What follows belongs to an exercise in optimizing a design on an open flow for small area; a production flow would make more cautious choices. The RTL was checked by simulation tests, not by an equivalence proof against the original design. Power figures rest on the tool's default switching activity, not on a simulated workload.

==> design.v <==
`timescale 1ns/1ps
module midi_uart_rx (
  input logic Clk,
  input logic reset,
  input logic midi_in,
  output logic [7:0] rx_byte,
  output logic rx_valid
);
  localparam logic [9:0] HALF_BIT = 10'd353;  
  localparam logic [9:0] FULL_BIT = 10'd357;  
  localparam logic [9:0] BAUD_END = 10'd190;
  localparam logic [3:0] IDLE = 4'd10;
  logic [1:0] sync;  
  logic line_d;
  logic [9:0] baud;
  logic [3:0] bit_cnt;  
  logic [3:0] bit_inc;
  logic idle;
  logic sample_now;
  logic [7:0] shift;
  assign idle = bit_cnt[3] & bit_cnt[1];  
  assign sample_now = !idle && (baud == BAUD_END);
  assign rx_valid = sample_now && bit_cnt[3] && bit_cnt[0] && sync[1];  
  assign rx_byte = shift;
  assign bit_inc = {bit_cnt[3] ^ (bit_cnt[2] & bit_cnt[1] & bit_cnt[0]),
                    bit_cnt[2] ^ (bit_cnt[1] & bit_cnt[0]),
                    bit_cnt[1] ^ bit_cnt[0],
                    ~bit_cnt[0]};
  always_ff @(posedge Clk) begin
    if (reset) begin
      sync <= 2'b11;
      line_d <= 1'b1;
      bit_cnt <= IDLE;
    end else begin
      sync <= {sync[0], midi_in};
      line_d <= sync[1];
      if (idle) begin
        if (line_d && !sync[1]) bit_cnt <= '0;  
      end else if (sample_now) begin
        if (bit_cnt == 4'd0 && sync[1]) bit_cnt <= IDLE;  
        else bit_cnt <= bit_inc;  
      end
    end
  end
  always_ff @(posedge Clk) begin
    if (idle) baud <= HALF_BIT;
    else if (sample_now) baud <= FULL_BIT;
    else baud <= {baud[8:0], baud[9] ^ baud[6]};
  end
  always_ff @(posedge Clk) begin
    if (sample_now && !(bit_cnt[3] && bit_cnt[0])) begin
      shift <= {sync[1], shift[7:1]};
    end
  end
endmodule
`timescale 1ns/1ps
module midi_parser (
  input logic Clk,
  input logic reset,
  input logic [7:0] rx_byte,
  input logic rx_valid,
  output logic ev_valid,
  output logic ev_cmd,  
  output logic [6:0] ev_note
);
  localparam logic [1:0] WAIT_STATUS = 2'd0;
  localparam logic [1:0] WAIT_NOTE = 2'd1;
  localparam logic [1:0] WAIT_VEL = 2'd2;
  logic [1:0] state;
  logic run_on;  
  logic is_status;
  logic is_system;
  logic is_note;
  assign is_status = rx_byte[7];
  assign is_system = (rx_byte[7:4] == 4'hF);
  assign is_note = (rx_byte[7:5] == 3'b100);
  assign ev_cmd = !(run_on && (rx_byte[6:0] != 7'd0));  
  always_ff @(posedge Clk) begin
    if (reset) begin
      state <= WAIT_STATUS;
      ev_valid <= 1'b0;
    end else begin
      ev_valid <= rx_valid && !is_status && (state == WAIT_VEL);
      if (rx_valid) begin
        if (is_status) begin
          if (!is_system) begin
            state <= is_note ? WAIT_NOTE : WAIT_STATUS;
          end
        end else begin
          case (state)
            WAIT_NOTE: state <= WAIT_VEL;
            WAIT_VEL: state <= WAIT_NOTE;
            default: state <= WAIT_STATUS;
          endcase
        end
      end
    end
  end
  always_ff @(posedge Clk) begin
    if (rx_valid && is_status && is_note) begin
      run_on <= rx_byte[4];
    end
    if (rx_valid && !is_status && state == WAIT_NOTE) begin
      ev_note <= rx_byte[6:0];
    end
  end
endmodule
`timescale 1ns/1ps
module voice_alloc (
  input logic Clk,
  input logic reset,
  input logic ev_valid,
  input logic ev_cmd,  
  input logic [6:0] ev_note,
  input logic [1:0] vis,
  input logic [6:0] cur_note,  
  output logic [4-1:0] voice_active,
  output logic [1:0] wr_slot,
  output logic wr_pend
);
  localparam logic NOTE_ON = 1'b0;
  localparam logic NOTE_OFF = 1'b1;
  localparam logic [1:0] SCAN_IDLE = 2'd0;
  localparam logic [1:0] SCAN_MATCH = 2'd1;
  localparam logic [1:0] SCAN_FREE = 2'd2;
  localparam logic [1:0] SCAN_START = 2'd3;  
  logic [1:0] state;
  logic [1:0] idx;
  logic [4-1:0] match;
  logic hit;
  logic slot_free;
  logic at_last;
  assign wr_slot = idx;
  assign hit = voice_active[idx] && match[idx];
  always_ff @(posedge Clk) begin
    for (int i = 0; i < 4; i++) begin
      if (vis == 2'(i)) match[i] <= (cur_note == ev_note);
    end
  end
  assign slot_free = !voice_active[idx];
  assign at_last = (idx == 2'd3);
  always_ff @(posedge Clk) begin
    if (wr_pend && vis == idx) wr_pend <= 1'b0;
    if (reset) begin
      state <= SCAN_IDLE;
      voice_active <= '0;
    end else begin
      case (state)
        SCAN_IDLE: begin
          if (ev_valid) state <= SCAN_START;
        end
        SCAN_START: begin
          state <= SCAN_MATCH;
          idx <= '0;
        end
        SCAN_MATCH: begin
          if (hit) begin
            if (ev_cmd == NOTE_OFF) voice_active[idx] <= 1'b0;
            state <= SCAN_IDLE;
          end else if (!at_last) begin
            idx <= idx + 1'b1;
          end else if (ev_cmd == NOTE_ON) begin
            state <= SCAN_FREE;
            idx <= '0;
          end else begin
            state <= SCAN_IDLE;
          end
        end
        SCAN_FREE: begin
          if (slot_free) begin
            voice_active[idx] <= 1'b1;
            wr_pend <= 1'b1;
            state <= SCAN_IDLE;
          end else if (!at_last) begin
            idx <= idx + 1'b1;
          end else begin
            state <= SCAN_IDLE;
          end
        end
      endcase
    end
  end
endmodule
`timescale 1ns/1ps
module voice_osc (
  input logic Clk,
  input logic reset,
  input logic [4-1:0] voice_active,
  input logic [6:0] new_note,
  input logic [1:0] wr_slot,
  input logic wr_pend,
  output logic [1:0] vis,
  output logic [6:0] cur_note,  
  output logic signed [18-1:0] mix_sample,
  output logic mix_valid,
  output logic signed [18-1:0] held
);
  logic [24-1:0] ph0, ph1, ph2, ph3;  
  logic [6:0] nt0, nt1, nt2, nt3;  
  logic first;  
  logic cur_active;
  logic [24-1:0] inc;
  logic [24-1:0] psum;
  logic [24:0] pc;
  logic [24-1:0] next_phase;
  logic [7:0] addr;
  logic [14:0] qmag;
  logic neg;
  logic [18-1:0] addend;
  logic [18-1:0] part;
  logic [18:0] fc;
  logic [18-1:0] fsum;
  logic signed [18-1:0] frame;
  assign cur_note = (wr_pend && wr_slot == vis) ? new_note : nt0;
  assign cur_active = voice_active[vis];
  logic [13:0] inc14;
  inc_net u_inc (.a(cur_note), .y(inc14));  
  assign inc = 24'(inc14);
  always_comb begin
    pc[0] = 1'b0;
    for (int i = 0; i < 24; i++) begin
      psum[i] = ph0[i] ^ inc[i] ^ pc[i];
      pc[i+1] = (ph0[i] & inc[i]) | (pc[i] & (ph0[i] ^ inc[i]));
    end
  end
  assign next_phase = cur_active ? psum : '0;  
  always_ff @(posedge Clk) begin
    ph0 <= ph1;
    ph1 <= ph2;
    ph2 <= ph3;
    ph3 <= next_phase;
    nt0 <= nt1;
    nt1 <= nt2;
    nt2 <= nt3;
    nt3 <= cur_note;
  end
  assign addr = ph2[24-1 -: 8];
  assign neg = addr[7];
  qsin_net u_sin (.u(addr[6:0]), .y(qmag));  
  assign addend = {{3{neg}}, qmag ^ {15{neg}}};  
  assign mix_valid = (vis == 2'd2) && !first;
  assign part = (vis == 2'd2) ? '0 : frame;  
  always_comb begin
    fc[0] = neg;
    for (int i = 0; i < 18; i++) begin
      fsum[i] = part[i] ^ addend[i] ^ fc[i];
      fc[i+1] = (part[i] & addend[i]) | (fc[i] & (part[i] ^ addend[i]));
    end
  end
  assign mix_sample = mix_valid ? frame : held;
  always_ff @(posedge Clk) begin
    if (reset) begin
      vis <= '0;
      first <= 1'b1;
      held <= '0;
    end else begin
      vis <= vis + 1'b1;
      if (vis == 2'd2) first <= 1'b0;
      if (mix_valid) held <= frame;
    end
  end
  always_ff @(posedge Clk) begin
    frame <= fsum;
  end
endmodule
module qsin_net (input logic [6:0] u, output logic [14:0] y);
  logic n0;
  logic n1;
  logic n2;
  logic n3;
  logic n4;
  logic n5;
  logic n6;
  logic n7;
  logic n8;
  logic n9;
  logic n10;
  logic n11;
  logic n12;
  logic n13;
  logic n14;
  logic n15;
  logic n16;
  logic n17;
  logic n18;
  logic n19;
  logic n20;
  logic n21;
  logic n22;
  logic n23;
  logic n24;
  logic n25;
  logic n26;
  logic n27;
  logic n28;
  logic n29;
  logic n30;
  logic n31;
  logic n32;
  logic n33;
  logic n34;
  logic n35;
  logic n36;
  logic n37;
  logic n38;
  logic n39;
  logic n40;
  logic n41;
  logic n42;
  logic n43;
  logic n44;
  logic n45;
  logic n46;
  logic n47;
  logic n48;
  logic n49;
  logic n50;
  logic n51;
  logic n52;
  logic n53;
  logic n54;
  logic n55;
  logic n56;
  logic n57;
  logic n58;
  logic n59;
  logic n60;
  logic n61;
  logic n62;
  logic n63;
  logic n64;
  logic n65;
  logic n66;
  logic n67;
  logic n68;
  logic n69;
  logic n70;
  logic n71;
  logic n72;
  logic n73;
  logic n74;
  logic n75;
  logic n76;
  logic n77;
  logic n78;
  logic n79;
  logic n80;
  logic n81;
  logic n82;
  logic n83;
  logic n84;
  logic n85;
  logic n86;
  logic n87;
  logic n88;
  logic n89;
  logic n90;
  logic n91;
  logic n92;
  logic n93;
  logic n94;
  logic n95;
  logic n96;
  logic n97;
  logic n98;
  logic n99;
  logic n100;
  logic n101;
  logic n102;
  logic n103;
  logic n104;
  logic n105;
  logic n106;
  logic n107;
  logic n108;
  logic n109;
  logic n110;
  logic n111;
  logic n112;
  logic n113;
  logic n114;
  logic n115;
  logic n116;
  logic n117;
  logic n118;
  logic n119;
  logic n120;
  logic n121;
  logic n122;
  logic n123;
  logic n124;
  logic n125;
  logic n126;
  logic n127;
  logic n128;
  logic n129;
  logic n130;
  logic n131;
  logic n132;
  logic n133;
  logic n134;
  logic n135;
  logic n136;
  logic n137;
  logic n138;
  logic n139;
  logic n140;
  logic n141;
  logic n142;
  logic n143;
  logic n144;
  logic n145;
  logic n146;
  logic n147;
  logic n148;
  logic n149;
  logic n150;
  logic n151;
  logic n152;
  logic n153;
  logic n154;
  logic n155;
  logic n156;
  logic n157;
  logic n158;
  logic n159;
  logic n160;
  logic n161;
  logic n162;
  logic n163;
  logic n164;
  logic n165;
  logic n166;
  logic n167;
  logic n168;
  logic n169;
  logic n170;
  logic n171;
  logic n172;
  logic n173;
  logic n174;
  logic n175;
  logic n176;
  logic n177;
  logic n178;
  logic n179;
  logic n180;
  logic n181;
  logic n182;
  logic n183;
  logic n184;
  logic n185;
  logic n186;
  logic n187;
  logic n188;
  logic n189;
  logic n190;
  logic n191;
  logic n192;
  logic n193;
  logic n194;
  logic n195;
  logic n196;
  logic n197;
  logic n198;
  logic n199;
  logic n200;
  logic n201;
  logic n202;
  logic n203;
  logic n204;
  logic n205;
  logic n206;
  logic n207;
  logic n208;
  logic n209;
  logic n210;
  logic n211;
  logic n212;
  logic n213;
  logic n214;
  logic n215;
  logic n216;
  logic n217;
  logic n218;
  logic n219;
  logic n220;
  logic n221;
  logic n222;
  logic n223;
  logic n224;
  logic n225;
  logic n226;
  logic n227;
  logic n228;
  logic n229;
  logic n230;
  logic n231;
  logic n232;
  logic n233;
  logic n234;
  logic n235;
  logic n236;
  logic n237;
  logic n238;
  logic n239;
  logic n240;
  logic n241;
  logic n242;
  logic n243;
  logic n244;
  logic n245;
  logic n246;
  logic n247;
  logic n248;
  logic n249;
  logic n250;
  logic n251;
  logic n252;
  logic n253;
  logic n254;
  logic n255;
  logic n256;
  logic n257;
  logic n258;
  logic n259;
  assign n211 = n210 & n195;
  assign n212 = ~(n211 | n208);
  assign n213 = n212 & ~n185;
  assign n214 = ~(n213 | n207);
  assign n215 = n144 & ~u[4];
  assign n216 = ~n215 & u[6];
  assign n217 = ~(n216 | u[5]);
  assign n218 = n216 & u[5];
  assign n219 = ~(n218 | n217);
  assign n220 = n205 & n195;
  assign n221 = ~n220 & n219;
  assign n222 = n217 & u[6];
  assign n223 = ~(n222 | n221);
  assign y[13] = ~n223 | n214;
  assign n224 = ~(n199 | n195);
  assign n225 = ~n224 & n185;
  assign n226 = n225 & n221;
  assign n227 = ~n224 & n212;
  assign n228 = ~(n227 | n185);
  assign n229 = n212 & n207;
  assign n230 = ~(n229 | n219);
  assign n231 = n230 & ~n228;
  assign n232 = ~(n231 | n226);
  assign y[12] = n232 | n222;
  assign n233 = ~(n203 | n199);
  assign n234 = n203 & n199;
  assign n235 = ~(n234 | n233);
  assign n236 = ~n235 & n195;
  assign n237 = n236 & ~n185;
  assign n238 = ~n237 & n219;
  assign n239 = ~n199 & u[0];
  assign n240 = n239 & n203;
  assign n241 = ~n240 & n195;
  assign n242 = n241 & ~n205;
  assign n243 = ~n242 & n225;
  assign n244 = ~(n243 | n213);
  assign n245 = n244 & n238;
  assign n246 = n199 & ~u[0];
  assign n247 = ~(n246 | n195);
  assign n248 = n247 & ~n240;
  assign n249 = ~u[0] & u[1];
  assign n250 = ~(n249 | n209);
  assign n251 = n250 & n248;
  assign n252 = ~n251 & n185;
  assign n253 = ~(n199 | u[0]);
  assign n254 = ~(n239 | n134);
  assign n255 = ~(n254 | n203);
  assign n256 = n255 & ~n195;
  assign n257 = ~(n256 | n185);
  assign n258 = n257 & ~n253;
  assign n259 = ~(n258 | n252);
  assign n0 = ~(n259 | n195);
  assign n1 = ~(n212 | n205);
  assign n2 = ~(n1 | n219);
  assign n3 = n2 & ~n0;
  assign n4 = ~(n3 | n245);
  assign y[11] = n4 | n222;
  assign n5 = n204 & n199;
  assign n6 = ~(n5 | n255);
  assign n7 = n6 & ~n195;
  assign n8 = ~n249 & n195;
  assign n9 = n8 & ~n239;
  assign n10 = ~n9 & n185;
  assign n11 = ~(n195 | u[0]);
  assign n12 = n11 & n235;
  assign n13 = ~n12 & n10;
  assign n14 = n13 & n7;
  assign n15 = ~n249 & n199;
  assign n16 = ~(n15 | n212);
  assign n17 = ~(n250 | n199);
  assign n18 = ~(n17 | n15);
  assign n19 = n18 & n195;
  assign n20 = ~(n233 | n185);
  assign n21 = ~(n239 | n195);
  assign n22 = n21 & ~n209;
  assign n23 = n22 & n20;
  assign n24 = ~(n23 | n19);
  assign n25 = n24 & ~n16;
  assign n26 = n25 & ~n14;
  assign n27 = ~(n26 | n219);
  assign n28 = ~n250 & n195;
  assign n29 = ~n28 & n185;
  assign n30 = n203 & ~n195;
  assign n31 = n30 & ~n253;
  assign n32 = ~n31 & n29;
  assign n33 = ~n32 & n238;
  assign n34 = ~(n33 | n222);
  assign y[10] = ~n34 | n27;
  assign n35 = n195 & u[0];
  assign n36 = n18 & ~n195;
  assign n37 = ~(n36 | n35);
  assign n38 = ~n37 & n185;
  assign n39 = ~(n250 | n195);
  assign n40 = ~(n39 | n185);
  assign n41 = ~(n208 | n206);
  assign n42 = n41 & n40;
  assign n43 = ~(n42 | n38);
  assign n44 = ~n43 & n219;
  assign n45 = n6 & n212;
  assign n46 = n250 & ~n212;
  assign n47 = ~(n46 | n185);
  assign n48 = n47 & ~n45;
  assign n49 = ~(n222 | n219);
  assign n50 = ~n234 & n185;
  assign n51 = ~(n50 | n10);
  assign n52 = ~(n35 | n203);
  assign n53 = ~(n52 | n51);
  assign n54 = ~n53 & n49;
  assign n55 = n54 & ~n48;
  assign y[9] = ~(n55 | n44);
  assign n56 = ~(n239 | n123);
  assign n57 = ~n242 & n185;
  assign n58 = n57 & ~n28;
  assign n59 = n58 & n56;
  assign n60 = ~n212 & u[0];
  assign n61 = ~(n256 | n206);
  assign n62 = n61 & ~n60;
  assign n63 = ~(n62 | n185);
  assign n64 = ~(n63 | n59);
  assign n65 = ~n64 & n219;
  assign n66 = ~(n31 | n19);
  assign n67 = ~(n66 | n185);
  assign n68 = ~n11 & n185;
  assign n69 = n68 & ~n60;
  assign n70 = ~(n69 | n219);
  assign n71 = n70 & ~n67;
  assign n72 = ~(n71 | n222);
  assign y[8] = ~n72 | n65;
  assign n73 = n58 & ~n7;
  assign n74 = ~n250 & n224;
  assign n75 = ~n74 & n248;
  assign n76 = ~(n75 | n241);
  assign n77 = ~(n76 | n185);
  assign n78 = ~n77 & n219;
  assign n79 = n78 & ~n73;
  assign n80 = n56 & ~n36;
  assign n81 = ~(n80 | n185);
  assign n82 = ~(n57 | n219);
  assign n83 = n82 & ~n81;
  assign n84 = ~(n83 | n222);
  assign y[7] = ~n84 | n79;
  assign n85 = n224 & ~n209;
  assign n86 = ~(n85 | n16);
  assign n87 = n86 & ~n35;
  assign n88 = ~(n87 | n185);
  assign n89 = ~(n75 | n250);
  assign n90 = ~n89 & n252;
  assign n91 = ~n90 & n219;
  assign n92 = n91 & ~n88;
  assign n93 = n6 & n195;
  assign n94 = ~(n93 | n74);
  assign n95 = ~(n94 | n185);
  assign n96 = ~(n240 | n134);
  assign n97 = n96 & n10;
  assign n98 = ~(n97 | n219);
  assign n99 = n98 & ~n95;
  assign n100 = ~(n99 | n92);
  assign y[6] = n100 | n222;
  assign n101 = ~n254 & n195;
  assign n102 = ~(n101 | n248);
  assign n103 = n102 & ~n39;
  assign n104 = n103 & ~n51;
  assign n105 = ~(n185 | n123);
  assign n106 = n105 & ~n242;
  assign n107 = n106 & n86;
  assign n108 = ~n107 & n49;
  assign n109 = n108 & ~n104;
  assign n110 = n93 & n235;
  assign n111 = n60 & ~n199;
  assign n112 = ~(n21 | n185);
  assign n113 = n112 & ~n111;
  assign n114 = n113 & ~n110;
  assign n115 = ~n13 & n219;
  assign n116 = n115 & ~n114;
  assign y[5] = ~(n116 | n109);
  assign n117 = ~(n224 | n185);
  assign n118 = n117 & ~n8;
  assign n119 = n80 & ~n195;
  assign n120 = n119 & n210;
  assign n121 = ~(n119 | n210);
  assign n122 = ~n121 & n185;
  assign n124 = n122 & ~n120;
  assign n125 = ~(n124 | n118);
  assign n126 = ~(n125 | n219);
  assign n127 = n7 & ~n185;
  assign n128 = ~n102 & n185;
  assign n129 = ~n246 & n195;
  assign n130 = n129 & n20;
  assign n131 = ~n130 & n219;
  assign n132 = n131 & ~n128;
  assign n133 = n132 & ~n127;
  assign n135 = ~(n133 | n126);
  assign y[4] = n135 | n222;
  assign n136 = ~n5 & n195;
  assign n137 = n136 & ~n17;
  assign n138 = ~(n137 | n247);
  assign n139 = ~(n138 | n114);
  assign n140 = ~(n139 | n219);
  assign n141 = n136 & ~n253;
  assign n142 = ~(n141 | n117);
  assign n143 = n142 & ~n75;
  assign n145 = n15 & ~n185;
  assign n146 = ~n145 & n219;
  assign n147 = n146 & ~n143;
  assign n148 = ~(n147 | n222);
  assign y[3] = ~n148 | n140;
  assign n149 = ~(n228 | n199);
  assign n150 = n46 & n199;
  assign n151 = n40 & ~n17;
  assign n152 = n151 & ~n150;
  assign n153 = n152 & ~n149;
  assign n155 = ~(n129 | n22);
  assign n156 = ~n155 & n29;
  assign n157 = ~n156 & n49;
  assign n158 = n157 & ~n153;
  assign n159 = n86 & ~n228;
  assign n160 = n159 & n78;
  assign y[2] = ~(n160 | n158);
  assign n161 = ~(n5 | n236);
  assign n162 = ~n161 & n185;
  assign n163 = n21 & ~n234;
  assign n165 = ~(n211 | n185);
  assign n166 = n165 & ~n163;
  assign n167 = n166 & ~n111;
  assign n168 = ~(n167 | n162);
  assign n169 = ~n168 & n219;
  assign n170 = ~(n56 | n211);
  assign n171 = n170 & n94;
  assign n172 = ~n171 & n185;
  assign n173 = ~(n172 | n257);
  assign n174 = ~(n110 | n219);
  assign n176 = n174 & ~n173;
  assign n177 = ~(n176 | n169);
  assign y[1] = n177 | n222;
  assign n178 = ~(n253 | n212);
  assign n179 = ~(n104 | n68);
  assign n180 = ~(n179 | n178);
  assign n181 = n213 & ~n205;
  assign n182 = ~(n181 | n180);
  assign n183 = ~n182 & n219;
  assign n184 = n9 & n197;
  assign n186 = ~n74 & n50;
  assign n187 = n186 & ~n184;
  assign n188 = n112 & ~n1;
  assign n189 = ~(n188 | n219);
  assign n190 = n189 & ~n187;
  assign n191 = ~(n190 | n222);
  assign y[0] = ~n191 | n183;
  assign y[14] = ~n49 | n213;
  assign n123 = ~(u[0] | u[1]);
  assign n134 = n123 & ~u[2];
  assign n144 = n134 & ~u[3];
  assign n154 = ~n144 & u[6];
  assign n164 = ~n154 & u[4];
  assign n175 = n154 & ~u[4];
  assign n185 = ~(n175 | n164);
  assign n192 = ~n134 & u[6];
  assign n193 = ~n192 & u[3];
  assign n194 = n192 & ~u[3];
  assign n195 = ~(n194 | n193);
  assign n196 = ~n123 & u[6];
  assign n197 = ~n196 & u[2];
  assign n198 = n196 & ~u[2];
  assign n199 = ~(n198 | n197);
  assign n200 = u[0] & u[6];
  assign n201 = ~(n200 | u[1]);
  assign n202 = n200 & u[1];
  assign n203 = ~(n202 | n201);
  assign n204 = n203 & u[0];
  assign n205 = ~n204 & n199;
  assign n206 = ~(n205 | n195);
  assign n207 = ~n206 & n185;
  assign n208 = ~n203 & n195;
  assign n209 = ~n203 & u[0];
  assign n210 = ~n209 & n199;
endmodule
module inc_net (input logic [6:0] a, output logic [13:0] y);
  logic n0;
  logic n1;
  logic n2;
  logic n3;
  logic n4;
  logic n5;
  logic n6;
  logic n7;
  logic n8;
  logic n9;
  logic n10;
  logic n11;
  logic n12;
  logic n13;
  logic n14;
  logic n15;
  logic n16;
  logic n17;
  logic n18;
  logic n19;
  logic n20;
  logic n21;
  logic n22;
  logic n23;
  logic n24;
  logic n25;
  logic n26;
  logic n27;
  logic n28;
  logic n29;
  logic n30;
  logic n31;
  logic n32;
  logic n33;
  logic n34;
  logic n35;
  logic n36;
  logic n37;
  logic n38;
  logic n39;
  logic n40;
  logic n41;
  logic n42;
  logic n43;
  logic n44;
  logic n45;
  logic n46;
  logic n47;
  logic n48;
  logic n49;
  logic n50;
  logic n51;
  logic n52;
  logic n53;
  logic n54;
  logic n55;
  logic n56;
  logic n57;
  logic n58;
  logic n59;
  logic n60;
  logic n61;
  logic n62;
  logic n63;
  logic n64;
  logic n65;
  logic n66;
  logic n67;
  logic n68;
  logic n69;
  logic n70;
  logic n71;
  logic n72;
  logic n73;
  logic n74;
  logic n75;
  logic n76;
  logic n77;
  logic n78;
  logic n79;
  logic n80;
  logic n81;
  logic n82;
  logic n83;
  logic n84;
  logic n85;
  logic n86;
  logic n87;
  logic n88;
  logic n89;
  logic n90;
  logic n91;
  logic n92;
  logic n93;
  logic n94;
  logic n95;
  logic n96;
  logic n97;
  logic n98;
  logic n99;
  logic n100;
  logic n101;
  logic n102;
  logic n103;
  logic n104;
  logic n105;
  logic n106;
  logic n107;
  logic n108;
  logic n109;
  logic n110;
  logic n111;
  logic n112;
  logic n113;
  logic n114;
  logic n115;
  logic n116;
  logic n117;
  logic n118;
  logic n119;
  logic n120;
  logic n121;
  logic n122;
  logic n123;
  logic n124;
  logic n125;
  logic n126;
  logic n127;
  logic n128;
  logic n129;
  logic n130;
  logic n131;
  logic n132;
  logic n133;
  logic n134;
  logic n135;
  logic n136;
  logic n137;
  logic n138;
  logic n139;
  logic n140;
  logic n141;
  logic n142;
  logic n143;
  logic n144;
  logic n145;
  logic n146;
  logic n147;
  logic n148;
  logic n149;
  logic n150;
  logic n151;
  logic n152;
  logic n153;
  logic n154;
  logic n155;
  logic n156;
  logic n157;
  logic n158;
  logic n159;
  logic n160;
  logic n161;
  logic n162;
  logic n163;
  logic n164;
  logic n165;
  logic n166;
  logic n167;
  logic n168;
  logic n169;
  logic n170;
  logic n171;
  logic n172;
  logic n173;
  logic n174;
  logic n175;
  logic n176;
  logic n177;
  logic n178;
  logic n179;
  logic n180;
  logic n181;
  assign n105 = a[6] & ~a[5];
  assign n106 = ~a[6] & a[5];
  assign n107 = n106 & a[4];
  assign n108 = ~(n107 | n105);
  assign n109 = ~n106 & a[4];
  assign n110 = ~(n109 | n105);
  assign n111 = ~n110 & a[3];
  assign n112 = ~n105 & a[4];
  assign n113 = ~(n106 | a[4]);
  assign n114 = ~(n113 | n112);
  assign n115 = ~(n114 | n111);
  assign n116 = ~n114 & a[3];
  assign n117 = n114 & ~a[3];
  assign n118 = ~(n117 | n116);
  assign n119 = ~(n118 | n111);
  assign n120 = n119 & a[2];
  assign n121 = n110 & ~a[3];
  assign n122 = ~n121 & n118;
  assign n123 = ~(n122 | n120);
  assign n124 = ~n123 & n115;
  assign n125 = n123 & ~n115;
  assign n126 = ~(n125 | n124);
  assign n127 = ~(n126 | n108);
  assign n128 = ~n125 & n106;
  assign n129 = ~(n128 | n127);
  assign n130 = n129 & ~a[6];
  assign n131 = a[0] & a[1];
  assign n132 = ~n122 & a[2];
  assign n133 = n122 & ~a[2];
  assign n134 = ~(n133 | n132);
  assign n135 = ~(n134 | n120);
  assign n136 = n135 & n131;
  assign n137 = ~(n119 | a[2]);
  assign n138 = ~(n137 | n132);
  assign n139 = ~(n138 | n136);
  assign n140 = n125 & n108;
  assign n141 = n140 & ~n139;
  assign y[13] = n141 & ~n130;
  assign n142 = ~(a[0] | a[1]);
  assign n143 = ~(n138 | n135);
  assign n144 = ~n143 & a[0];
  assign n145 = n143 & ~a[0];
  assign n146 = ~(n145 | n144);
  assign n147 = ~n146 & a[1];
  assign n148 = ~n135 & n131;
  assign n149 = ~(n148 | n142);
  assign n150 = ~n149 & n146;
  assign n151 = ~(n150 | n147);
  assign n152 = n151 & ~n135;
  assign n153 = ~n138 & a[1];
  assign n154 = ~(n153 | n152);
  assign n155 = ~(n154 | n146);
  assign n156 = ~(n155 | n142);
  assign n157 = ~n156 & n123;
  assign n158 = ~(n142 | n136);
  assign n159 = ~(n158 | n138);
  assign n160 = ~(n159 | n156);
  assign n161 = ~n138 & n131;
  assign n162 = ~(n161 | n160);
  assign n163 = n162 & ~n123;
  assign n164 = ~(n163 | n157);
  assign n165 = ~n164 & n126;
  assign n166 = ~(n135 | a[1]);
  assign n167 = ~(n166 | n144);
  assign n168 = ~(n167 | n123);
  assign n169 = ~(n146 | n135);
  assign n170 = ~(n169 | n159);
  assign n171 = ~n170 & n123;
  assign n172 = ~(n171 | n168);
  assign n173 = ~(n172 | n126);
  assign n174 = ~(n173 | n165);
  assign n175 = n174 & ~n129;
  assign n176 = n146 & n123;
  assign n177 = n151 & ~n123;
  assign n178 = ~(n177 | n176);
  assign n179 = ~(n178 | n126);
  assign n180 = n139 & ~n123;
  assign n181 = ~(n166 | n136);
  assign n0 = n181 & ~n152;
  assign n1 = n0 & ~n122;
  assign n2 = ~(n1 | n180);
  assign n3 = ~n2 & n126;
  assign n4 = ~(n3 | n179);
  assign n5 = ~n4 & n129;
  assign n6 = ~n139 & n123;
  assign n7 = n6 & n105;
  assign n8 = ~(n7 | n5);
  assign n9 = n8 & n130;
  assign n10 = ~n147 & a[0];
  assign n11 = ~n10 & n123;
  assign n12 = n154 & ~n123;
  assign n13 = ~(n12 | n11);
  assign n14 = ~(n13 | n126);
  assign n15 = n143 & ~n131;
  assign n16 = ~n15 & n158;
  assign n17 = ~n16 & n123;
  assign n18 = ~(n153 | a[0]);
  assign n19 = ~(n18 | n161);
  assign n20 = ~(n19 | n135);
  assign n21 = ~(n20 | n123);
  assign n22 = ~(n21 | n17);
  assign n23 = n22 & n126;
  assign n24 = n129 & a[6];
  assign n25 = n24 & ~n23;
  assign n26 = n25 & ~n14;
  assign n27 = ~(n26 | n9);
  assign y[1] = n27 & ~n175;
  assign n28 = ~n167 & n123;
  assign n29 = ~(n156 | n123);
  assign n30 = ~(n29 | n28);
  assign n31 = n30 & ~n126;
  assign n32 = n146 & ~n123;
  assign n33 = n162 & n123;
  assign n34 = ~(n33 | n32);
  assign n35 = n34 & n126;
  assign n36 = ~(n35 | n31);
  assign n37 = n36 & ~n129;
  assign n38 = ~(n6 | n180);
  assign n39 = n38 & n126;
  assign n40 = ~n151 & n123;
  assign n41 = ~(n0 | n123);
  assign n42 = ~(n41 | n40);
  assign n43 = n42 & ~n126;
  assign n44 = ~(n43 | n39);
  assign n45 = ~n44 & n130;
  assign n46 = ~(n16 | n123);
  assign n47 = ~n154 & n123;
  assign n48 = ~(n47 | n46);
  assign n49 = ~(n48 | n126);
  assign n50 = n170 & ~n123;
  assign n51 = ~n20 & n123;
  assign n52 = ~(n51 | n50);
  assign n53 = ~n52 & n126;
  assign n54 = ~n127 & a[6];
  assign n55 = n54 & ~n53;
  assign n56 = n55 & ~n49;
  assign n57 = ~(n56 | n45);
  assign y[2] = ~n57 | n37;
  assign n58 = n42 & n126;
  assign n59 = ~(n34 | n126);
  assign n60 = ~(n59 | n58);
  assign n61 = ~n60 & n129;
  assign n62 = n38 & n127;
  assign n63 = ~(n62 | n61);
  assign y[8] = ~(n63 | n130);
  assign n64 = n4 & ~n129;
  assign n65 = ~n174 & a[6];
  assign n66 = ~n141 & n129;
  assign n67 = n66 & ~n65;
  assign y[5] = ~(n67 | n64);
  assign y[10] = n54 & ~n44;
  assign n68 = n6 & n126;
  assign n69 = ~(n2 | n126);
  assign n70 = ~(n69 | n68);
  assign n71 = ~(n70 | n129);
  assign n72 = ~n178 & n126;
  assign n73 = ~(n164 | n126);
  assign n74 = ~(n73 | n72);
  assign n75 = ~n74 & n54;
  assign y[7] = n75 | n71;
  assign n76 = n63 & n130;
  assign n77 = ~n30 & n126;
  assign n78 = n52 & ~n126;
  assign n79 = ~(n78 | n77);
  assign n80 = n79 & ~n129;
  assign n81 = n48 & n126;
  assign n82 = ~n10 & n124;
  assign n83 = ~n166 & n125;
  assign n84 = n83 & ~n149;
  assign n85 = ~n84 & n129;
  assign n86 = n85 & ~n130;
  assign n87 = n86 & ~n82;
  assign n88 = n87 & ~n81;
  assign n89 = ~(n88 | n80);
  assign y[0] = n89 & ~n76;
  assign n90 = ~(n60 | n129);
  assign n91 = ~n79 & n54;
  assign n92 = n130 & ~n126;
  assign n93 = n92 & n38;
  assign n94 = ~(n93 | n91);
  assign y[4] = ~n94 | n90;
  assign n95 = n54 & ~n126;
  assign y[12] = n95 & n38;
  assign y[9] = ~(n8 | n130);
  assign n96 = ~(n44 | n129);
  assign n97 = n54 & n36;
  assign y[6] = n97 | n96;
  assign n98 = ~(n74 | n129);
  assign n99 = ~n70 & n130;
  assign n100 = n172 & n126;
  assign n101 = ~(n22 | n126);
  assign n102 = ~n101 & n54;
  assign n103 = n102 & ~n100;
  assign n104 = ~(n103 | n99);
  assign y[3] = ~n104 | n98;
  assign y[11] = ~n70 & n54;
endmodule
`timescale 1ns/1ps
module sigma_delta_dac (
  input logic Clk,
  input logic reset,
  input logic signed [18-1:0] held,  
  output logic pdm_out
);
  logic [18-1:0] acc;
  logic [18-1:0] level;
  logic [18:0] c;
  logic [18-1:0] sum;
  assign level = {~held[18-1], held[18-2:0]};  
  always_comb begin
    c[0] = 1'b0;
    for (int i = 0; i < 18; i++) begin
      sum[i] = acc[i] ^ level[i] ^ c[i];
      c[i+1] = (acc[i] & level[i]) | (c[i] & (acc[i] ^ level[i]));
    end
  end
  always_ff @(posedge Clk) begin
    if (reset) begin
      acc <= '0;
      pdm_out <= 1'b0;
    end else begin
      acc <= sum;
      pdm_out <= c[18];
    end
  end
endmodule
`timescale 1ns/1ps
module synth_top (
  input logic Clk,
  input logic reset,
  input logic midi_in,
  output logic pdm_out,
  output logic [4-1:0] voice_active,
  output logic signed [18-1:0] mix_sample,
  output logic mix_valid
);
  logic [7:0] rx_byte;
  logic rx_valid;
  logic ev_valid;
  logic ev_cmd;
  logic [6:0] ev_note;
  logic [1:0] vis;
  logic [6:0] cur_note;
  logic [1:0] wr_slot;
  logic wr_pend;
  logic signed [18-1:0] held;
  midi_uart_rx u_rx (
    .Clk(Clk),
    .reset(reset),
    .midi_in(midi_in),
    .rx_byte(rx_byte),
    .rx_valid(rx_valid)
  );
  midi_parser u_parser (
    .Clk(Clk),
    .reset(reset),
    .rx_byte(rx_byte),
    .rx_valid(rx_valid),
    .ev_valid(ev_valid),
    .ev_cmd(ev_cmd),
    .ev_note(ev_note)
  );
  voice_alloc u_alloc (
    .Clk(Clk),
    .reset(reset),
    .ev_valid(ev_valid),
    .ev_cmd(ev_cmd),
    .ev_note(ev_note),
    .vis(vis),
    .cur_note(cur_note),
    .voice_active(voice_active),
    .wr_slot(wr_slot),
    .wr_pend(wr_pend)
  );
  voice_osc u_osc (
    .Clk(Clk),
    .reset(reset),
    .voice_active(voice_active),
    .new_note(ev_note),
    .wr_slot(wr_slot),
    .wr_pend(wr_pend),
    .vis(vis),
    .cur_note(cur_note),
    .mix_sample(mix_sample),
    .mix_valid(mix_valid),
    .held(held)
  );
  sigma_delta_dac u_dac (
    .Clk(Clk),
    .reset(reset),
    .held(held),
    .pdm_out(pdm_out)
  );
endmodule
==> flow/run.sh <==
#!/bin/bash
# Standard synthesis, then the combinational logic is re-mapped with a
# stronger ABC script (registers untouched), then the standard layout steps,
# with no dummy clock loads and buf_1 port buffers.
set -euo pipefail
HERE=$(pwd)
RES=$HERE/orfs/results/$FLOW_PLATFORM/synth_top/base
YOSYS=${YOSYS_EXE:-$FLOW_HOME/../tools/install/yosys/bin/yosys}
[ -x "$YOSYS" ] || YOSYS=yosys
LIB=$FLOW_HOME/platforms/$FLOW_PLATFORM/lib/sky130_fd_sc_hd__tt_025C_1v80.lib

bash standard.sh synth > std_synth.log 2>&1

# liberty without the platform's dont-use cells, for ABC
DONT_USE=$(sed -n '/^export DONT_USE_CELLS += /,/^#/p' $FLOW_HOME/platforms/$FLOW_PLATFORM/config.mk | grep -oE "sky130_fd_sc_hd__[a-z0-9_]+" | tr '\n' ' ')
python3 flow/filtlib.py $LIB remap.lib $DONT_USE > filtlib.log 2>&1
# cells kept as they are: registers, full-adder cells and tie cells (half
# adders are re-mapped with the rest of the logic)
KEEP='sky130_fd_sc_hd__df* sky130_fd_sc_hd__edf* sky130_fd_sc_hd__sdf* sky130_fd_sc_hd__sedf* sky130_fd_sc_hd__dl* sky130_fd_sc_hd__fa_* sky130_fd_sc_hd__fah* sky130_fd_sc_hd__conb_*'
python3 flow/filtlib.py remap.lib remap_comb.lib $KEEP >> filtlib.log 2>&1
python3 flow/filtlib.py remap.lib remap_keep.lib --keep $KEEP >> filtlib.log 2>&1

cp $RES/1_2_yosys.v yosys_standard.v
# a few ABC scripts in parallel; the smallest netlist is used
NF='&get,-n;&dch,-f;&nf,-p,-R,1000;&put'
SCRIPTS=(
  "+strash;$NF"
  "+strash;$NF;strash;$NF"
  "+strash;&get,-n;&deepsyn,-T,300;&put;$NF"
  "+strash;&get,-n;&deepsyn,-T,300,-S,7;&put;$NF"
)
for i in "${!SCRIPTS[@]}"; do
  REMAP_ABC="${SCRIPTS[$i]}" REMAP_LIB=$HERE/remap.lib REMAP_COMB_LIB=$HERE/remap_comb.lib REMAP_KEEP_LIB=$HERE/remap_keep.lib \
    REMAP_IN=$HERE/yosys_standard.v REMAP_OUT=$HERE/yosys_remap_$i.v \
    $YOSYS -c flow/remap.tcl > remap_$i.log 2>&1 &
done
wait
best=""; best_area=""
for i in "${!SCRIPTS[@]}"; do
  [ -f yosys_remap_$i.v ] && grep -q "Found and reported 0 problems" remap_$i.log || continue
  area=$(grep "Chip area for module" yosys_remap_$i.v.stat.txt | awk '{print $NF}')
  echo "script $i: area $area: ${SCRIPTS[$i]}" >> remap_choice.log
  if [ -z "$best" ] || awk "BEGIN{exit !($area < $best_area)}"; then best=$i; best_area=$area; fi
done
[ -n "$best" ] || { echo "no remap succeeded" >&2; exit 1; }
echo "chosen: script $best" >> remap_choice.log
cp yosys_remap_$best.v yosys_remap.v
cp yosys_remap.v $RES/1_2_yosys.v
rm -f $RES/1_synth.odb $RES/1_synth.sdc

bash standard.sh \
  "CTS_ARGS=-sink_clustering_enable -repair_clock_nets -dont_use_dummy_load -sink_clustering_size 10 -sink_clustering_max_diameter 60 -buf_list sky130_fd_sc_hd__clkbuf_4" \
  "BUFFER_PORTS_ARGS=-buffer_cell sky130_fd_sc_hd__buf_1" \
  finish > std_finish.log 2>&1

# the filtered libraries are large and only inputs; keep the logs
rm -f remap.lib remap_comb.lib remap_keep.lib
==> flow/filtlib.py <==
#!/usr/bin/env python3
# filtlib.py in.lib out.lib [--keep] pattern... : drop the cells whose name matches
# (or, with --keep, every cell but those); a trailing * matches a prefix
import sys, re
src = open(sys.argv[1]).read()
pats = sys.argv[3:]
keep_only = bool(pats) and pats[0] == '--keep'
if keep_only:
    pats = pats[1:]
def match(n):
    return any(n.startswith(p[:-1]) if p.endswith('*') else n == p for p in pats)
def drop(n):
    return not match(n) if keep_only else match(n)
pos = 0; res = []
it = re.finditer(r'\n(\s*)cell\s*\(\s*"?([\w]+)"?\s*\)\s*\{', src)
for m in it:
    if m.start() < pos: continue
    # find matching brace
    depth = 0; j = m.end() - 1
    while True:
        c = src[j]
        if c == '{': depth += 1
        elif c == '}':
            depth -= 1
            if depth == 0: break
        j += 1
    if drop(m.group(2)):
        res.append(src[pos:m.start()]); pos = j + 1
res.append(src[pos:])
open(sys.argv[2], 'w').write(''.join(res))
==> flow/remap.tcl <==
# Re-map the combinational logic of the standard synthesis netlist with a
# stronger ABC script. Registers, full-adder cells and tie cells stay exactly as
# the standard synthesis made them (same instances, names and cell types).
yosys -import
set lib $::env(REMAP_LIB)
# combinational cells as logic, kept cells as black boxes
read_liberty -ignore_miss_func $::env(REMAP_COMB_LIB)
read_liberty -lib $::env(REMAP_KEEP_LIB)
read_verilog $::env(REMAP_IN)
hierarchy -top $::env(FLOW_TOP)
flatten -noscopeinfo
opt_clean -purge
tee -o $::env(REMAP_OUT).pre_stat.txt stat -liberty $lib
abc -liberty $lib -script $::env(REMAP_ABC)
setundef -zero
splitnets
opt_clean -purge
hilomap -singleton -hicell sky130_fd_sc_hd__conb_1 HI -locell sky130_fd_sc_hd__conb_1 LO
insbuf -buf sky130_fd_sc_hd__buf_1 A X
opt_clean -purge
tee -o $::env(REMAP_OUT).stat.txt stat -liberty $lib
select $::env(FLOW_TOP)
write_verilog -noattr -nohex -nodec -selected $::env(REMAP_OUT)
# check the written netlist against the full library
design -reset
read_liberty -lib $lib
read_verilog $::env(REMAP_OUT)
hierarchy -check -top $::env(FLOW_TOP)
check -assert -mapped
==> standard.sh <==
#!/bin/bash
# synth_recipe.tcl (not shown) runs the flow's synth.tcl, then flattens the netlist and writes it again
# the make line also repeats each setting of config.mk as NAME=value (left out here)
make -C /OpenROAD-flow-scripts/flow DESIGN_CONFIG=/design/flow/config.mk WORK_HOME=/design/flow/orfs CLKGATE_MAP_FILE= SYNTH_SCRIPT=/design/flow/synth_recipe.tcl "${@:-finish}"
==> config.mk <==
export PLATFORM = sky130hd
export DESIGN_NAME = synth_top
export DESIGN_NICKNAME = synth_top
export VERILOG_FILES = /design/flow/design.v
export SDC_FILE = /design/flow/constraint.sdc
export NUM_CORES = 4
export LEC_CHECK = 0
export ABC_AREA = 1
export CAP_MARGIN = 20
export CORE_MARGIN = 2
export CORE_UTILIZATION = 60
export SLEW_MARGIN = 20
==> constraint.sdc <==
create_clock -name core_clock -period 40.0 [get_ports {Clk}]
set_input_delay 8.0000 -clock core_clock [delete_from_list [all_inputs] [get_ports {Clk}]]
set_output_delay 8.0000 -clock core_clock [all_outputs]
set_load 0.01 [all_outputs]
==> impl_metrics.env, run 1 <==
export IMPL_status="no timing/DRC/antenna violations"
export IMPL_grt_pass1_wl_um=30600
export IMPL_power_w=0.000337
export IMPL_finalHoldViolCount=0
export IMPL_grt_start_max_net_pins=34
export IMPL_wl_per_cell_um=16.4
export IMPL_dp_slack_ns=29.07
export IMPL_post_cts_repair_setup_buffers=0
export IMPL_area_delta_synth_final_pct=6.45
export IMPL_finalSetupViolCount=0
export IMPL_h_tree_depth=1
export IMPL_antenna_cells=0
export IMPL_power_density_mw_per_mm2=34.5
export IMPL_startpoint_type="register"
export IMPL_fmax_mhz=90.9
export IMPL_synth_nets=935
export IMPL_dr_first_iter_drc_count=486
export IMPL_initial_utilization=0.608
export IMPL_slew_headroom=0.387
export IMPL_p_leak_nw=3.75
export IMPL_cts_sinks=231
export IMPL_r2r_slack_ns=29.00
export IMPL_cts_resized=0
export IMPL_cp_common_cell="fa_1"
export IMPL_setup_slack_ns=29.00
export IMPL_row_count=45
export IMPL_use_met1=0.298
export IMPL_hold_slack_ns=0.291
export IMPL_numPortBuffers=26
export IMPL_core_mm2=0.0151
export IMPL_gp_congestion=0.911
export IMPL_yosys_warnings=5
export IMPL_holdPathEnd="u_osc.ph0[10]"
export IMPL_setup_worst_path_class="reg2reg"
export IMPL_nFillCells=1252
export IMPL_wl_um=18500
export IMPL_crit_path_max_incr_delay_ns=0.57
export IMPL_netlist_instances=886
export IMPL_fin_area_mm2=0.00977
export IMPL_tightest_slew_ns=0.916
export IMPL_clk_latency_ns=0.63
export IMPL_die_area_mm2=0.0163
export IMPL_cp_slowest_cell="edfxtp_1"
export IMPL_first_pass_iters=5
export IMPL_tns_ns=0
export IMPL_grt_util_met3=0.0351
export IMPL_min_period_ns=11.00
export IMPL_drc=0
export IMPL_ioPinCount=27
export IMPL_groute_layer_met2_usage=0.403
export IMPL_drive_gt1_frac=0.0404
export IMPL_cp_required_ns=40.52
export IMPL_die_y_um=128
export IMPL_slew_violations=0
export IMPL_via_count=6394
export IMPL_dpl_instance_area_mm2=0.00955
export IMPL_root_buffer="clkbuf_4"
export IMPL_antenna_found_initial=0
export IMPL_grt_pass1_vias=6395
export IMPL_fin_skew_ns=0.0648
export IMPL_critPathArrivalTime_ns=11.52
export IMPL_synth_area_mm2=0.00918
export IMPL_vias_per_cell=5.66
export IMPL_cts_made_buffers=27
export IMPL_dieWidth_um=128
export IMPL_rsz0062_at_grt="false"
export IMPL_reg2reg_from="u_alloc.idx[1]"
export IMPL_worst_r2r_path_depth=43
export IMPL_avgSynthCellArea_um2=10.4
export IMPL_place_hpwl_um=13500
export IMPL_gr_total_overflow=0
export IMPL_hp_start="u_osc.ph1[10]"
export IMPL_period_share=0.275
export IMPL_cts_tree="built"
export IMPL_end_kind="register"
export IMPL_hold_depth=0
export IMPL_r2r_end="u_osc.ph3[23]"
export IMPL_busiest_layer="met2"
export IMPL_grtUsageTotal=0.232
export IMPL_fin_nets=992
export IMPL_hold_class="reg2reg"
export IMPL_cts_hold_buf=0
export IMPL_cts_buffer_depth=3
export IMPL_critical_path_max_fanout=22
export IMPL_clk_pin_slew_ns=0.11
export IMPL_ant_nets=0
export IMPL_maxCapViolations=0
export IMPL_ir_worst_vdd_v=0.0000275
-- flip-flops by register name, indices dropped and copies added, names as in the netlist, 7 cells and up, named ones only --
| register | cells |
|---|---|
| u_osc.held | 18 |
| u_osc.ph3 | 24 |
| u_osc.nt1 | 7 |
| u_dac.acc | 18 |
| u_osc.ph2 | 24 |
| u_rx.shift | 8 |
| u_osc.frame | 18 |
| u_osc.nt2 | 7 |
| u_osc.ph0 | 24 |
| u_parser.ev_note | 7 |
| u_osc.ph1 | 24 |
| u_rx.baud | 10 |
| u_osc.nt0 | 7 |
| u_osc.nt3 | 7 |
-- through the flow --
stage                      util  std cells
after floorplan               -        886
final                     0.647       1129
after global placement    0.633       1102
after global routing      0.647       1129
after detailed placement  0.633       1102
after CTS                 0.647       1129
-- per-layer routing --
layer | wire [um] | part of all wire
met5 | 0 | 0
met4 | 539 | 0.029
met3 | 915 | 0.050
met1 | 7890 | 0.43
met2 | 9120 | 0.49
-- how the worst max path moves through the flow --
| stage | endpoint | start | slack, ns | cells after the start |
|---|---|---|---|---|
| final | u_osc.ph3[23] | u_alloc.idx[1] | 29.00 | 43 |
| after global placement | u_osc.ph3[23] | u_alloc.idx[1] | 29.37 | 43 |
| after CTS | mix_sample[2] | u_osc.vis[0] | 28.75 | 4 |
| after global routing | u_osc.ph3[23] | u_alloc.idx[1] | 28.11 | 46 |
| after floorplan | u_osc.ph3[23] | u_alloc.idx[1] | 29.76 | 42 |
| after detailed placement | u_osc.ph3[23] | u_alloc.idx[1] | 29.07 | 43 |
-- critical path: cells and delay by family, from the launching register on --
family	cells	cell delay, ns
fa+ha+maj	13	4.18
compound gates	7	1.42
buf+inv	4	0.47
xor+xnor	1	0.26
flops	1	0.57
simple gates	18	3.98
-- layout by cell type (no fill, tap or decap), types with 6 or more instances in the layout --
cell type and instances:
buf_1 26, a31oi_1 7, mux2i_1 10, nand2_1 85, clkinv_1 43, clkbuf_4 27, nor2_1 96, buf_4 6
nor3b_1 7, xnor2_1 27, nor2b_1 35, nand3_1 14, edfxtp_1 22, fa_1 46, a21oi_1 65, xor2_1 14
o21ai_0 43, mux2_1 16, and2_0 40, nor3_1 23, dfxtp_1 209, nand2b_1 9
-- area by class of cell --
type / count / area (um2) / share of cell area
repair buffers: 32 / 143 / 0.0146
inverters: 43 / 161 / 0.0165
clock buffers: 27 / 203 / 0.0207
well taps: 188 / 235 / 0.0241
flip-flops and latches: 231 / 4840 / 0.496
multi-input cells: 608 / 4180 / 0.428
-- where the power goes --
group | internal [W] | total [W] | switching (W)
sequential | 0.000234 | 0.000235 | 0.00000109
clock | 0.0000310 | 0.0000976 | 0.0000666
combinational | 0.00000140 | 0.00000443 | 0.00000303
==> inputs of run 2 (changes only) <==
--- a/flow/run.sh
+++ b/flow/run.sh
@@ -29,3 +29,3 @@
   "+strash;&get,-n;&deepsyn,-T,300;&put;$NF"
-  "+strash;&get,-n;&deepsyn,-T,300,-S,7;&put;$NF"
+  "+strash;&get,-n;&deepsyn,-T,300;&put;$NF;strash;$NF"
 )
==> impl_metrics.env, run 2 <==
export IMPL_status="no timing/DRC/antenna violations"
export IMPL_p_comb_frac=0.417
export IMPL_dp_slack_ns=28.08
export IMPL_most_common_layout_cells="dfxtp_1 (209), nor2_1 (87), nand2_1 (76), a21oi_1 (69)"
export IMPL_startpoint_type="register"
export IMPL_slew_violations=0
export IMPL_area_delta_synth_final_pct=6.64
export IMPL_root_buffer="clkbuf_4"
export IMPL_fmax_mhz=85.6
export IMPL_die_y_um=128
export IMPL_h_tree_depth=1
export IMPL_cts_sinks=231
export IMPL_post_cts_repair_setup_buffers=0
export IMPL_grt_start_max_net_pins=60
export IMPL_core_mm2=0.0150
export IMPL_place_hpwl_um=13300
export IMPL_yosys_warnings=5
export IMPL_die_area_mm2=0.0163
export IMPL_power_w=0.000627
export IMPL_nFillCells=1199
export IMPL_ant_nets=0
export IMPL_maxCapViolations=0
export IMPL_avgSynthCellArea_um2=10.5
export IMPL_cp_slowest_cell="a21oi_1"
export IMPL_critical_path_max_fanout=21
export IMPL_hold_class="reg2reg"
export IMPL_ir_worst_vdd_v=0.0000482
export IMPL_cp_required_ns=40.53
export IMPL_final_common_cell="dfxtp_1"
export IMPL_drc=0
export IMPL_cp_common_cell="fa_1"
export IMPL_holdPathEnd="u_osc.nt1[6]"
export IMPL_r2r_slack_ns=28.32
export IMPL_via_count=6359
export IMPL_synth_area_mm2=0.00916
export IMPL_gr_total_overflow=0
export IMPL_synth_nets=925
export IMPL_reg2reg_from="u_alloc.idx[0]"
export IMPL_fin_nets=984
export IMPL_r2r_end="u_osc.ph3[23]"
export IMPL_vias_per_cell=5.66
export IMPL_cts_hold_buf=0
export IMPL_swShare=0.401
export IMPL_hp_start="u_osc.nt2[6]"
export IMPL_end_kind="register"
export IMPL_grt_pass1_vias=6344
export IMPL_worst_r2r_path_depth=40
export IMPL_p_seq_frac=0.427
export IMPL_netlist_instances=876
export IMPL_crit_path_max_incr_delay_ns=0.68
export IMPL_period_share=0.292
export IMPL_slew_headroom=0.321
export IMPL_first_pass_iters=5
export IMPL_grt_pass1_wl_um=30700
export IMPL_tightest_slew_ns=1.02
export IMPL_critPathArrivalTime_ns=12.21
export IMPL_gp_congestion=0.876
export IMPL_cts_made_buffers=27
export IMPL_dieWidth_um=128
export IMPL_hold_slack_ns=0.293
export IMPL_wl_per_cell_um=16.2
export IMPL_intPower_w=0.000375
export IMPL_numPortBuffers=26
export IMPL_rsz0062_at_grt="false"
export IMPL_finalSetupViolCount=0
export IMPL_setup_slack_ns=28.32
export IMPL_power_density_mw_per_mm2=64.1
export IMPL_cts_buffer_depth=3
export IMPL_p_leak_nw=3.69
export IMPL_clk_latency_ns=0.65
export IMPL_pwr_share_clk=0.156
export IMPL_clk_pin_slew_ns=0.11
export IMPL_cts_tree="built"
export IMPL_finalHoldViolCount=0
export IMPL_fin_skew_ns=0.0562
export IMPL_drive_gt1_frac=0.0439
export IMPL_ioPinCount=27
export IMPL_grtUsageTotal=0.233
export IMPL_p_sw_w=0.000251
export IMPL_dr_first_iter_drc_count=360
export IMPL_tns_ns=0
export IMPL_min_period_ns=11.68
export IMPL_wl_um=18200
export IMPL_hold_depth=0
export IMPL_antenna_found_initial=1
export IMPL_cts_resized=0
export IMPL_row_count=45
export IMPL_initial_utilization=0.609
export IMPL_setup_worst_path_class="reg2reg"
## run 2: final cells by class
class,count,area (um2),share of cell area
diodes,2,5.00,0.000512
clock buffers,27,203,0.0208
inverters,43,161,0.0165
multi-input cells,598,4160,0.426
flip-flops and latches,231,4840,0.496
well taps,188,235,0.0241
repair buffers,34,159,0.0163
## run 2: worst max-delay path by stage
stage                   startpoint             to  cells after the start
finish              u_alloc.idx[0]  u_osc.ph3[23]                     40
global route        u_alloc.idx[0]  u_osc.ph3[22]                     40
CTS                 u_alloc.idx[1]  u_osc.ph3[23]                     40
detailed placement  u_alloc.idx[0]  u_osc.ph3[23]                     40
global placement    u_alloc.idx[1]  u_osc.ph3[23]                     40
floorplan           u_alloc.idx[1]  u_osc.ph3[23]                     40
## run 2: power groups by stage
stage               Combinational, W  Sequential (W)  Clock (W)
floorplan                   0.000202        0.000269          0
global placement            0.000255        0.000272          0
detailed placement          0.000255        0.000273          0
CTS                         0.000257        0.000268   0.000102
global route                0.000296        0.000271   0.000112
finish                      0.000261        0.000268  0.0000977
## run 2: worst max-delay path: cells and delay by family, from the launching register on
family / cells / cell delay [ns]
buffers and inverters: 4 / 0.51
flip-flops: 1 / 0.56
XOR/XNOR: 1 / 0.28
adder cells (fa/ha/maj): 13 / 4.13
AO/OA/AOI/OAI: 6 / 1.75
AND/OR/NAND/NOR: 15 / 3.98
multiplexers: 1 / 0.38
## run 2: routing by layer
layer,GRT usage,vias up,part of all wire
met1,0.333,3047,0.47
met3,0.0385,39,0.049
met2,0.373,169,0.46
li1,-,3104,-
met5,0,-,0
met4,0.0633,0,0.021
## run 2: metrics by stage
stage / cell area, um2 / std cells / util
2_1_floorplan: 9160 / 876 / -
3_3_place_gp: 9550 / 1094 / 0.635
3_5_place_dp: 9550 / 1094 / 0.635
4_1_cts: 9750 / 1121 / 0.648
5_1_grt: 9770 / 1123 / 0.650
6_report: 9770 / 1123 / 0.650

==> re-timing with driven ports <==
In the flow no input, the clock included, has a driving cell. The finished layouts below were timed again as built, in two steps. Step 1 assumes that a clkbuf_16 drives the clock port and a buf_2 every other input. Step 2 times the ports against the registers' clock, not the clock port: input delays grow and output delays shrink by t, the midpoint of the rising clock arrivals with the driver on. a / b / c = ideal / step 1 / step 2; a / b = the first two.
run | t (ns) | slack for setup (ns) | clock arrival spread, ns
run 1 | 0.629 | 29.000 / 29.000 / 29.000 | 0.065 / 0.065
run 2 | 0.658 | 28.321 / 28.321 / 28.321 | 0.056 / 0.056
After both steps setup and hold are still met in every run listed.
